This design comes from an exercise in tuning for small area on the open sky130 flow, not from production work.
Only simulation tests tie the RTL to the original design; equivalence was not proved.
Power figures rest on the tool's default switching activity, not on a simulated workload. No driver is modelled on the clock port, so clocking that relies on it looks cheaper here than on a real chip.

==> run B: inputs <==
Design gemm_result_collector, start of the top module:
module gemm_result_collector #(
  parameter int DATA_WIDTH = gemm_pkg::DATA_WIDTH,
  parameter int LATENCY    = gemm_pkg::LATENCY,
  parameter int K_TILES    = gemm_pkg::K_TILES,
  parameter int COLS       = gemm_pkg::COLS,
  parameter int FIFO_DEPTH = gemm_pkg::FIFO_DEPTH
) (
  input  logic                       clk,
  input  logic                       rst,
  input  logic                       issue_valid,
  output logic                       issue_ready,
  input  logic [DATA_WIDTH-1:0]      ipu_data_in,
  output logic                       row_valid,
  input  logic                       row_ready,
  output logic [COLS*DATA_WIDTH-1:0] row_data
);
==> module result_row_fifo, before the edit <==
module result_row_fifo #(
  parameter int DW    = gemm_pkg::DATA_WIDTH,
  parameter int COLS  = gemm_pkg::COLS,
  parameter int DEPTH = gemm_pkg::FIFO_DEPTH
) (
  input  logic                 clk,
  input  logic                 rst,
  input  logic                 wen,
  input  logic [((COLS > 1) ? $clog2(COLS) : 1)-1:0] wcol,
  input  logic                 push,
  input  logic                 pop,
  input  logic [DW-1:0]        din,
  output logic                 empty,
  output logic [COLS*DW-1:0]   head
);
  localparam int AW = (DEPTH > 1) ? $clog2(DEPTH) : 1;
  localparam int CW = (COLS > 1) ? $clog2(COLS) : 1;
  localparam int NW = $clog2(DEPTH + 1);
  logic [COLS*DW-1:0] ring [DEPTH];
  logic [NW-1:0]      count;
  logic [AW-1:0]      wpos, pend_pos;
  logic [DEPTH-1:0]   hsel;
  logic [CW-1:0]      pend_col;
  logic [DW-1:0]      pend;
  logic               pend_vld, inj, bypass;
  logic [COLS-1:0]    keep;
  logic               pend_vld_n;
  logic [CW-1:0]      wcol_n, pend_col_n;
  logic [AW-1:0]      wpos_n, pend_pos_n;
  assign empty = (count == '0);
  assign pend_col = wcol - 1'b1;
  assign pend_pos = wpos - AW'(wcol == '0);
  assign inj      = pend_vld && (pend_pos == AW'(DEPTH-1));
  assign bypass   = pend_vld && (wcol == '0) && hsel[pend_pos];
  always_comb begin
    head = '0;
    for (int p = 0; p < DEPTH; p++)
      head = head | (ring[p] & {(COLS*DW){hsel[p]}});
    if (bypass) head[(COLS-1)*DW +: DW] = pend;
  end
  always_ff @(posedge clk) begin
    if (rst) begin
      count    <= '0;
      wpos     <= '0;
      hsel     <= DEPTH'(1);
      pend_vld <= 1'b0;
    end else begin
      if (push && !pop)      count <= count + 1'b1;
      else if (pop && !push) count <= count - 1'b1;
      wpos <= wpos_n;
      hsel <= pop ? {hsel[DEPTH-3:0], hsel[DEPTH-1:DEPTH-2]} : {hsel[DEPTH-2:0], hsel[DEPTH-1]};
      if (wen) pend_vld <= 1'b1;
      else if (inj) pend_vld <= 1'b0;
    end
  end
  always_ff @(posedge clk) begin
    if (wen) pend <= din;
  end
  assign pend_vld_n = !rst && (wen || (pend_vld && !inj));
  assign wpos_n     = wpos + 1'b1 + AW'(push);
  assign wcol_n     = wcol + CW'(wen);
  assign pend_col_n = wcol_n - 1'b1;
  assign pend_pos_n = wpos_n - AW'(wcol_n == '0);
  always_ff @(posedge clk) begin
    for (int c = 0; c < COLS; c++)
      keep[c] <= !(pend_vld_n && pend_col_n == CW'(c) && pend_pos_n == AW'(DEPTH-1));
  end
  always_ff @(posedge clk) begin
    for (int p = 1; p < DEPTH; p++) ring[p] <= ring[p-1];
    for (int c = 0; c < COLS; c++)
      ring[0][c*DW +: DW] <= (pend & {DW{inj && pend_col == CW'(c)}}) |
                             (ring[DEPTH-1][c*DW +: DW] & {DW{keep[c]}});
  end
endmodule
clock: 5.0 ns
lec_check: 0
cap_margin: 20
core_margin: 2
core_utilization: 65
slew_margin: 20
standard.sh (not shown) runs the stock make flow with config.mk's settings and CLKGATE_MAP_FILE= SYNTH_SCRIPT=/design/flow/synth_recipe.tcl, a recipe that flattens the netlist after the stock synthesis.
==> flow/flow/run.sh <==
#!/bin/bash
set -euo pipefail
export BUFFER_PORTS_ARGS="-buffer_cell sky130_fd_sc_hd__buf_1"
export CTS_ARGS="-sink_clustering_enable -repair_clock_nets -dont_use_dummy_load -sink_clustering_size 30 -sink_clustering_max_diameter 80 -buf_list {sky130_fd_sc_hd__clkbuf_8 sky130_fd_sc_hd__clkbuf_16}"
bash standard.sh finish > flow.log 2>&1
==> run P: changes against run B <==
--- a/flow/design.v
+++ b/flow/design.v
@@ -29,40 +29,34 @@
 );
   localparam int AW = (DEPTH > 1) ? $clog2(DEPTH) : 1;
   localparam int CW = (COLS > 1) ? $clog2(COLS) : 1;
-  localparam int NW = $clog2(DEPTH + 1);
   logic [COLS*DW-1:0] ring [DEPTH];
-  logic [NW-1:0]      count;
-  logic [AW-1:0]      wpos, pend_pos;
-  logic [DEPTH-1:0]   hsel;
+  logic [AW:0]        wr_ptr, rd_ptr;
+  logic [AW-1:0]      ph, pend_slot, hpos;
   logic [CW-1:0]      pend_col;
   logic [DW-1:0]      pend;
   logic               pend_vld, inj, bypass;
-  logic [COLS-1:0]    keep;
-  logic               pend_vld_n;
-  logic [CW-1:0]      wcol_n, pend_col_n;
-  logic [AW-1:0]      wpos_n, pend_pos_n;
-  assign empty = (count == '0);
-  assign pend_col = wcol - 1'b1;
-  assign pend_pos = wpos - AW'(wcol == '0);
-  assign inj      = pend_vld && (pend_pos == AW'(DEPTH-1));
-  assign bypass   = pend_vld && (wcol == '0) && hsel[pend_pos];
+  assign empty = (wr_ptr == rd_ptr);
+  assign pend_col  = wcol - 1'b1;
+  assign pend_slot = wr_ptr[AW-1:0] - AW'(wcol == '0);
+  assign inj       = pend_vld && (AW'(pend_slot + ph) == AW'(DEPTH-1));
+  assign hpos      = AW'(rd_ptr[AW-1:0] + ph);
+  assign bypass    = pend_vld && (wcol == '0) && (pend_slot == rd_ptr[AW-1:0]);
   always_comb begin
-    head = '0;
-    for (int p = 0; p < DEPTH; p++)
-      head = head | (ring[p] & {(COLS*DW){hsel[p]}});
+    head = ring[0];
+    for (int p = 1; p < DEPTH; p++)
+      if (hpos == AW'(p)) head = ring[p];
     if (bypass) head[(COLS-1)*DW +: DW] = pend;
   end
   always_ff @(posedge clk) begin
     if (rst) begin
-      count    <= '0;
-      wpos     <= '0;
-      hsel     <= DEPTH'(1);
+      wr_ptr   <= '0;
+      rd_ptr   <= '0;
+      ph       <= '0;
       pend_vld <= 1'b0;
     end else begin
-      if (push && !pop)      count <= count + 1'b1;
-      else if (pop && !push) count <= count - 1'b1;
-      wpos <= wpos_n;
-      hsel <= pop ? {hsel[DEPTH-3:0], hsel[DEPTH-1:DEPTH-2]} : {hsel[DEPTH-2:0], hsel[DEPTH-1]};
+      if (push) wr_ptr <= wr_ptr + 1'b1;
+      if (pop) rd_ptr <= rd_ptr + 1'b1;
+      ph <= ph + 1'b1;
       if (wen) pend_vld <= 1'b1;
       else if (inj) pend_vld <= 1'b0;
     end
@@ -70,20 +64,10 @@
   always_ff @(posedge clk) begin
     if (wen) pend <= din;
   end
-  assign pend_vld_n = !rst && (wen || (pend_vld && !inj));
-  assign wpos_n     = wpos + 1'b1 + AW'(push);
-  assign wcol_n     = wcol + CW'(wen);
-  assign pend_col_n = wcol_n - 1'b1;
-  assign pend_pos_n = wpos_n - AW'(wcol_n == '0);
-  always_ff @(posedge clk) begin
-    for (int c = 0; c < COLS; c++)
-      keep[c] <= !(pend_vld_n && pend_col_n == CW'(c) && pend_pos_n == AW'(DEPTH-1));
-  end
   always_ff @(posedge clk) begin
     for (int p = 1; p < DEPTH; p++) ring[p] <= ring[p-1];
     for (int c = 0; c < COLS; c++)
-      ring[0][c*DW +: DW] <= (pend & {DW{inj && pend_col == CW'(c)}}) |
-                             (ring[DEPTH-1][c*DW +: DW] & {DW{keep[c]}});
+      ring[0][c*DW +: DW] <= (inj && pend_col == CW'(c)) ? pend : ring[DEPTH-1][c*DW +: DW];
   end
 endmodule
 module gemm_result_collector #(
==> flow/flow/run.sh (replaced) <==
#!/bin/bash
set -euo pipefail
export BUFFER_PORTS_ARGS="-buffer_cell sky130_fd_sc_hd__buf_1"
export CTS_ARGS="-sink_clustering_enable -repair_clock_nets -dont_use_dummy_load -sink_clustering_size 25 -sink_clustering_max_diameter 60 -buf_list {sky130_fd_sc_hd__clkbuf_8 sky130_fd_sc_hd__clkbuf_16}"
bash standard.sh finish > flow.log 2>&1
==> run H: changes against run B <==
--- a/flow/design.v
+++ b/flow/design.v
@@ -29,40 +29,34 @@
 );
   localparam int AW = (DEPTH > 1) ? $clog2(DEPTH) : 1;
   localparam int CW = (COLS > 1) ? $clog2(COLS) : 1;
-  localparam int NW = $clog2(DEPTH + 1);
   logic [COLS*DW-1:0] ring [DEPTH];
-  logic [NW-1:0]      count;
-  logic [AW-1:0]      wpos, pend_pos;
-  logic [DEPTH-1:0]   hsel;
+  logic [AW:0]        wr_ptr, rd_ptr;
+  logic [AW-1:0]      ph, pend_slot, hpos;
   logic [CW-1:0]      pend_col;
   logic [DW-1:0]      pend;
   logic               pend_vld, inj, bypass;
-  logic [COLS-1:0]    keep;
-  logic               pend_vld_n;
-  logic [CW-1:0]      wcol_n, pend_col_n;
-  logic [AW-1:0]      wpos_n, pend_pos_n;
-  assign empty = (count == '0);
-  assign pend_col = wcol - 1'b1;
-  assign pend_pos = wpos - AW'(wcol == '0);
-  assign inj      = pend_vld && (pend_pos == AW'(DEPTH-1));
-  assign bypass   = pend_vld && (wcol == '0) && hsel[pend_pos];
+  assign empty = (wr_ptr == rd_ptr);
+  assign pend_col  = wcol - 1'b1;
+  assign pend_slot = wr_ptr[AW-1:0] - AW'(wcol == '0);
+  assign inj       = pend_vld && (AW'(pend_slot + ph) == AW'(DEPTH-1));
+  assign hpos      = AW'(rd_ptr[AW-1:0] + ph);
+  assign bypass    = pend_vld && (wcol == '0) && (pend_slot == rd_ptr[AW-1:0]);
   always_comb begin
-    head = '0;
-    for (int p = 0; p < DEPTH; p++)
-      head = head | (ring[p] & {(COLS*DW){hsel[p]}});
+    head = ring[0];
+    for (int p = 1; p < DEPTH; p++)
+      if (hpos == AW'(p)) head = ring[p];
     if (bypass) head[(COLS-1)*DW +: DW] = pend;
   end
   always_ff @(posedge clk) begin
     if (rst) begin
-      count    <= '0;
-      wpos     <= '0;
-      hsel     <= DEPTH'(1);
+      wr_ptr   <= '0;
+      rd_ptr   <= '0;
+      ph       <= '0;
       pend_vld <= 1'b0;
     end else begin
-      if (push && !pop)      count <= count + 1'b1;
-      else if (pop && !push) count <= count - 1'b1;
-      wpos <= wpos_n;
-      hsel <= pop ? {hsel[DEPTH-3:0], hsel[DEPTH-1:DEPTH-2]} : {hsel[DEPTH-2:0], hsel[DEPTH-1]};
+      if (push) wr_ptr <= wr_ptr + 1'b1;
+      if (pop) rd_ptr <= rd_ptr + 1'b1;
+      ph <= ph + 1'b1;
       if (wen) pend_vld <= 1'b1;
       else if (inj) pend_vld <= 1'b0;
     end
@@ -70,20 +64,10 @@
   always_ff @(posedge clk) begin
     if (wen) pend <= din;
   end
-  assign pend_vld_n = !rst && (wen || (pend_vld && !inj));
-  assign wpos_n     = wpos + 1'b1 + AW'(push);
-  assign wcol_n     = wcol + CW'(wen);
-  assign pend_col_n = wcol_n - 1'b1;
-  assign pend_pos_n = wpos_n - AW'(wcol_n == '0);
-  always_ff @(posedge clk) begin
-    for (int c = 0; c < COLS; c++)
-      keep[c] <= !(pend_vld_n && pend_col_n == CW'(c) && pend_pos_n == AW'(DEPTH-1));
-  end
   always_ff @(posedge clk) begin
     for (int p = 1; p < DEPTH; p++) ring[p] <= ring[p-1];
     for (int c = 0; c < COLS; c++)
-      ring[0][c*DW +: DW] <= (pend & {DW{inj && pend_col == CW'(c)}}) |
-                             (ring[DEPTH-1][c*DW +: DW] & {DW{keep[c]}});
+      ring[0][c*DW +: DW] <= (inj && pend_col == CW'(c)) ? pend : ring[DEPTH-1][c*DW +: DW];
   end
 endmodule
 module gemm_result_collector #(
==> flow/flow/run.sh (replaced) <==
#!/bin/bash
set -euo pipefail
export BUFFER_PORTS_ARGS="-buffer_cell sky130_fd_sc_hd__buf_1"
export CTS_ARGS="-sink_clustering_enable -repair_clock_nets -dont_use_dummy_load -sink_clustering_size 30 -sink_clustering_max_diameter 80 -buf_list {sky130_fd_sc_hd__clkbuf_16}"
bash standard.sh finish > flow.log 2>&1
==> run E: changes against run B <==
--- a/flow/design.v
+++ b/flow/design.v
@@ -29,40 +29,34 @@
 );
   localparam int AW = (DEPTH > 1) ? $clog2(DEPTH) : 1;
   localparam int CW = (COLS > 1) ? $clog2(COLS) : 1;
-  localparam int NW = $clog2(DEPTH + 1);
   logic [COLS*DW-1:0] ring [DEPTH];
-  logic [NW-1:0]      count;
-  logic [AW-1:0]      wpos, pend_pos;
-  logic [DEPTH-1:0]   hsel;
+  logic [AW:0]        wr_ptr, rd_ptr;
+  logic [AW-1:0]      ph, pend_slot, hpos;
   logic [CW-1:0]      pend_col;
   logic [DW-1:0]      pend;
   logic               pend_vld, inj, bypass;
-  logic [COLS-1:0]    keep;
-  logic               pend_vld_n;
-  logic [CW-1:0]      wcol_n, pend_col_n;
-  logic [AW-1:0]      wpos_n, pend_pos_n;
-  assign empty = (count == '0);
-  assign pend_col = wcol - 1'b1;
-  assign pend_pos = wpos - AW'(wcol == '0);
-  assign inj      = pend_vld && (pend_pos == AW'(DEPTH-1));
-  assign bypass   = pend_vld && (wcol == '0) && hsel[pend_pos];
+  assign empty = (wr_ptr == rd_ptr);
+  assign pend_col  = wcol - 1'b1;
+  assign pend_slot = wr_ptr[AW-1:0] - AW'(wcol == '0);
+  assign inj       = pend_vld && (AW'(pend_slot + ph) == AW'(DEPTH-1));
+  assign hpos      = AW'(rd_ptr[AW-1:0] + ph);
+  assign bypass    = pend_vld && (wcol == '0) && (pend_slot == rd_ptr[AW-1:0]);
   always_comb begin
-    head = '0;
-    for (int p = 0; p < DEPTH; p++)
-      head = head | (ring[p] & {(COLS*DW){hsel[p]}});
+    head = ring[0];
+    for (int p = 1; p < DEPTH; p++)
+      if (hpos == AW'(p)) head = ring[p];
     if (bypass) head[(COLS-1)*DW +: DW] = pend;
   end
   always_ff @(posedge clk) begin
     if (rst) begin
-      count    <= '0;
-      wpos     <= '0;
-      hsel     <= DEPTH'(1);
+      wr_ptr   <= '0;
+      rd_ptr   <= '0;
+      ph       <= '0;
       pend_vld <= 1'b0;
     end else begin
-      if (push && !pop)      count <= count + 1'b1;
-      else if (pop && !push) count <= count - 1'b1;
-      wpos <= wpos_n;
-      hsel <= pop ? {hsel[DEPTH-3:0], hsel[DEPTH-1:DEPTH-2]} : {hsel[DEPTH-2:0], hsel[DEPTH-1]};
+      if (push) wr_ptr <= wr_ptr + 1'b1;
+      if (pop) rd_ptr <= rd_ptr + 1'b1;
+      ph <= ph + 1'b1;
       if (wen) pend_vld <= 1'b1;
       else if (inj) pend_vld <= 1'b0;
     end
@@ -70,20 +64,10 @@
   always_ff @(posedge clk) begin
     if (wen) pend <= din;
   end
-  assign pend_vld_n = !rst && (wen || (pend_vld && !inj));
-  assign wpos_n     = wpos + 1'b1 + AW'(push);
-  assign wcol_n     = wcol + CW'(wen);
-  assign pend_col_n = wcol_n - 1'b1;
-  assign pend_pos_n = wpos_n - AW'(wcol_n == '0);
-  always_ff @(posedge clk) begin
-    for (int c = 0; c < COLS; c++)
-      keep[c] <= !(pend_vld_n && pend_col_n == CW'(c) && pend_pos_n == AW'(DEPTH-1));
-  end
   always_ff @(posedge clk) begin
     for (int p = 1; p < DEPTH; p++) ring[p] <= ring[p-1];
     for (int c = 0; c < COLS; c++)
-      ring[0][c*DW +: DW] <= (pend & {DW{inj && pend_col == CW'(c)}}) |
-                             (ring[DEPTH-1][c*DW +: DW] & {DW{keep[c]}});
+      ring[0][c*DW +: DW] <= (inj && pend_col == CW'(c)) ? pend : ring[DEPTH-1][c*DW +: DW];
   end
 endmodule
 module gemm_result_collector #(
==> flow/flow/run.sh (replaced) <==
#!/bin/bash
set -euo pipefail
export BUFFER_PORTS_ARGS="-buffer_cell sky130_fd_sc_hd__buf_1"
export CTS_ARGS="-sink_clustering_enable -repair_clock_nets -dont_use_dummy_load"
bash standard.sh finish > flow.log 2>&1
CORE_UTILIZATION = 40   (was 65)
==> run notes <==
- Run E produced a clean layout. Run B finished clean. Run P finished clean. Run H finished clean.
- Against run H, the maximum frequency of run P is lower by about 0.28%.
- Final cell count: run E > run B > run P > run H.
- Against run E, the sequential cell count of run B is higher by 9.
- Between run H and run B, the lower synthesized area is in run B (gap about 3.6%, measured against run B).
- Of run B and run H, run B has the higher wire length (gap about 25%, measured against run H).
- Count of clock-buffer cells in the layout, highest first: run E, run P, run H, run B.
- In run B the sequential power is larger than in run P, by about 0.8%.
- The lowest utilization belongs to run E, the highest to run P.
==> figures <==
Result of the run: run E no timing/DRC/antenna violations; run H no timing/DRC/antenna violations; run B no timing/DRC/antenna violations; run P no timing/DRC/antenna violations
Tap Count: run E 1155; run H 696; run B 680; run P 696
Sum of net half-perimeters after detailed placement: run E 55200 µm; run H 50100 µm; run B 55500 µm; run P 50100 µm
Placed Instance Area: run E 0.0376 mm²; run H 0.0370 mm²; run B 0.0356 mm²; run P 0.0370 mm²
Sinks on the clock net: run E 1115; run H 1115; run B 1124; run P 1115
Non-clock buffers: run E 322; run H 314; run B 332; run P 313
Core Footprint: run E 0.0872 mm²; run H 0.0538 mm²; run B 0.0516 mm²; run P 0.0538 mm²
Total CTS buffers: run E 109; run H 45; run B 44; run P 56
Number of placement rows: run E 108; run H 85; run B 83; run P 85
Final period demand of the worst path: run E 4.70 ns; run H 4.73 ns; run B 4.58 ns; run P 4.75 ns
Number of cells after detailed placement: run E 3549; run H 3081; run B 3607; run P 3081
Final worst-path setup slack: run E 0.301 ns; run H 0.268 ns; run B 0.422 ns; run P 0.255 ns
Yosys top cell area share: run E 59.6%; run H 59.6%; run B 62.2%; run P 59.6%
Global Route met3 Usage: run E 4.42%; run H 3.42%; run B 6.92%; run P 4.20%
Total buffers and inverters traversed by the critical path: run E 3; run H 2; run B 3; run P 2
Initial drt markers: run E 937; run H 1132; run B 2150; run P 1029
Number of different library cells in the post-synthesis netlist: run E 47; run H 47; run B 55; run P 47
Seq_cells: run E 1115; run H 1115; run B 1124; run P 1115

[static timing again, ports no longer ideal]
No port has a modelled driver above. Below, the same layouts with a new extraction and two added sets of constraints.
Step 1 (the two cells are an assumption about what drives the block):
set clk [get_ports {clk}]
set_driving_cell -lib_cell sky130_fd_sc_hd__clkbuf_16 $clk
set_driving_cell -lib_cell sky130_fd_sc_hd__buf_2 [delete_from_list [all_inputs] $clk]
Step 2 also shifts input and output timing later by t, the mid clock arrival at the registers, as if the neighbouring blocks saw the same clock.
a / b / c = no drivers / after step 1 / after step 2; a / b = the first two.
run | t (ns) | setup WS [ns] | worst setup path after step 2 | clock arrival spread, ns | worst data-port slew with drivers (ns)
run B | 0.657 | 0.422 / 0.359 / 1.017 | register to output | 0.062 / 0.063 | 0.10
run P | 0.670 | 0.255 / 0.193 / 0.863 | register to output | 0.083 / 0.082 | 0.09
run H | 0.639 | 0.268 / 0.203 / 0.842 | register to output | 0.090 / 0.091 | 0.10
run E | 0.711 | 0.301 / 0.236 / 0.947 | register to output | 0.068 / 0.068 | 0.10
After both steps setup and hold are still met in every run listed.
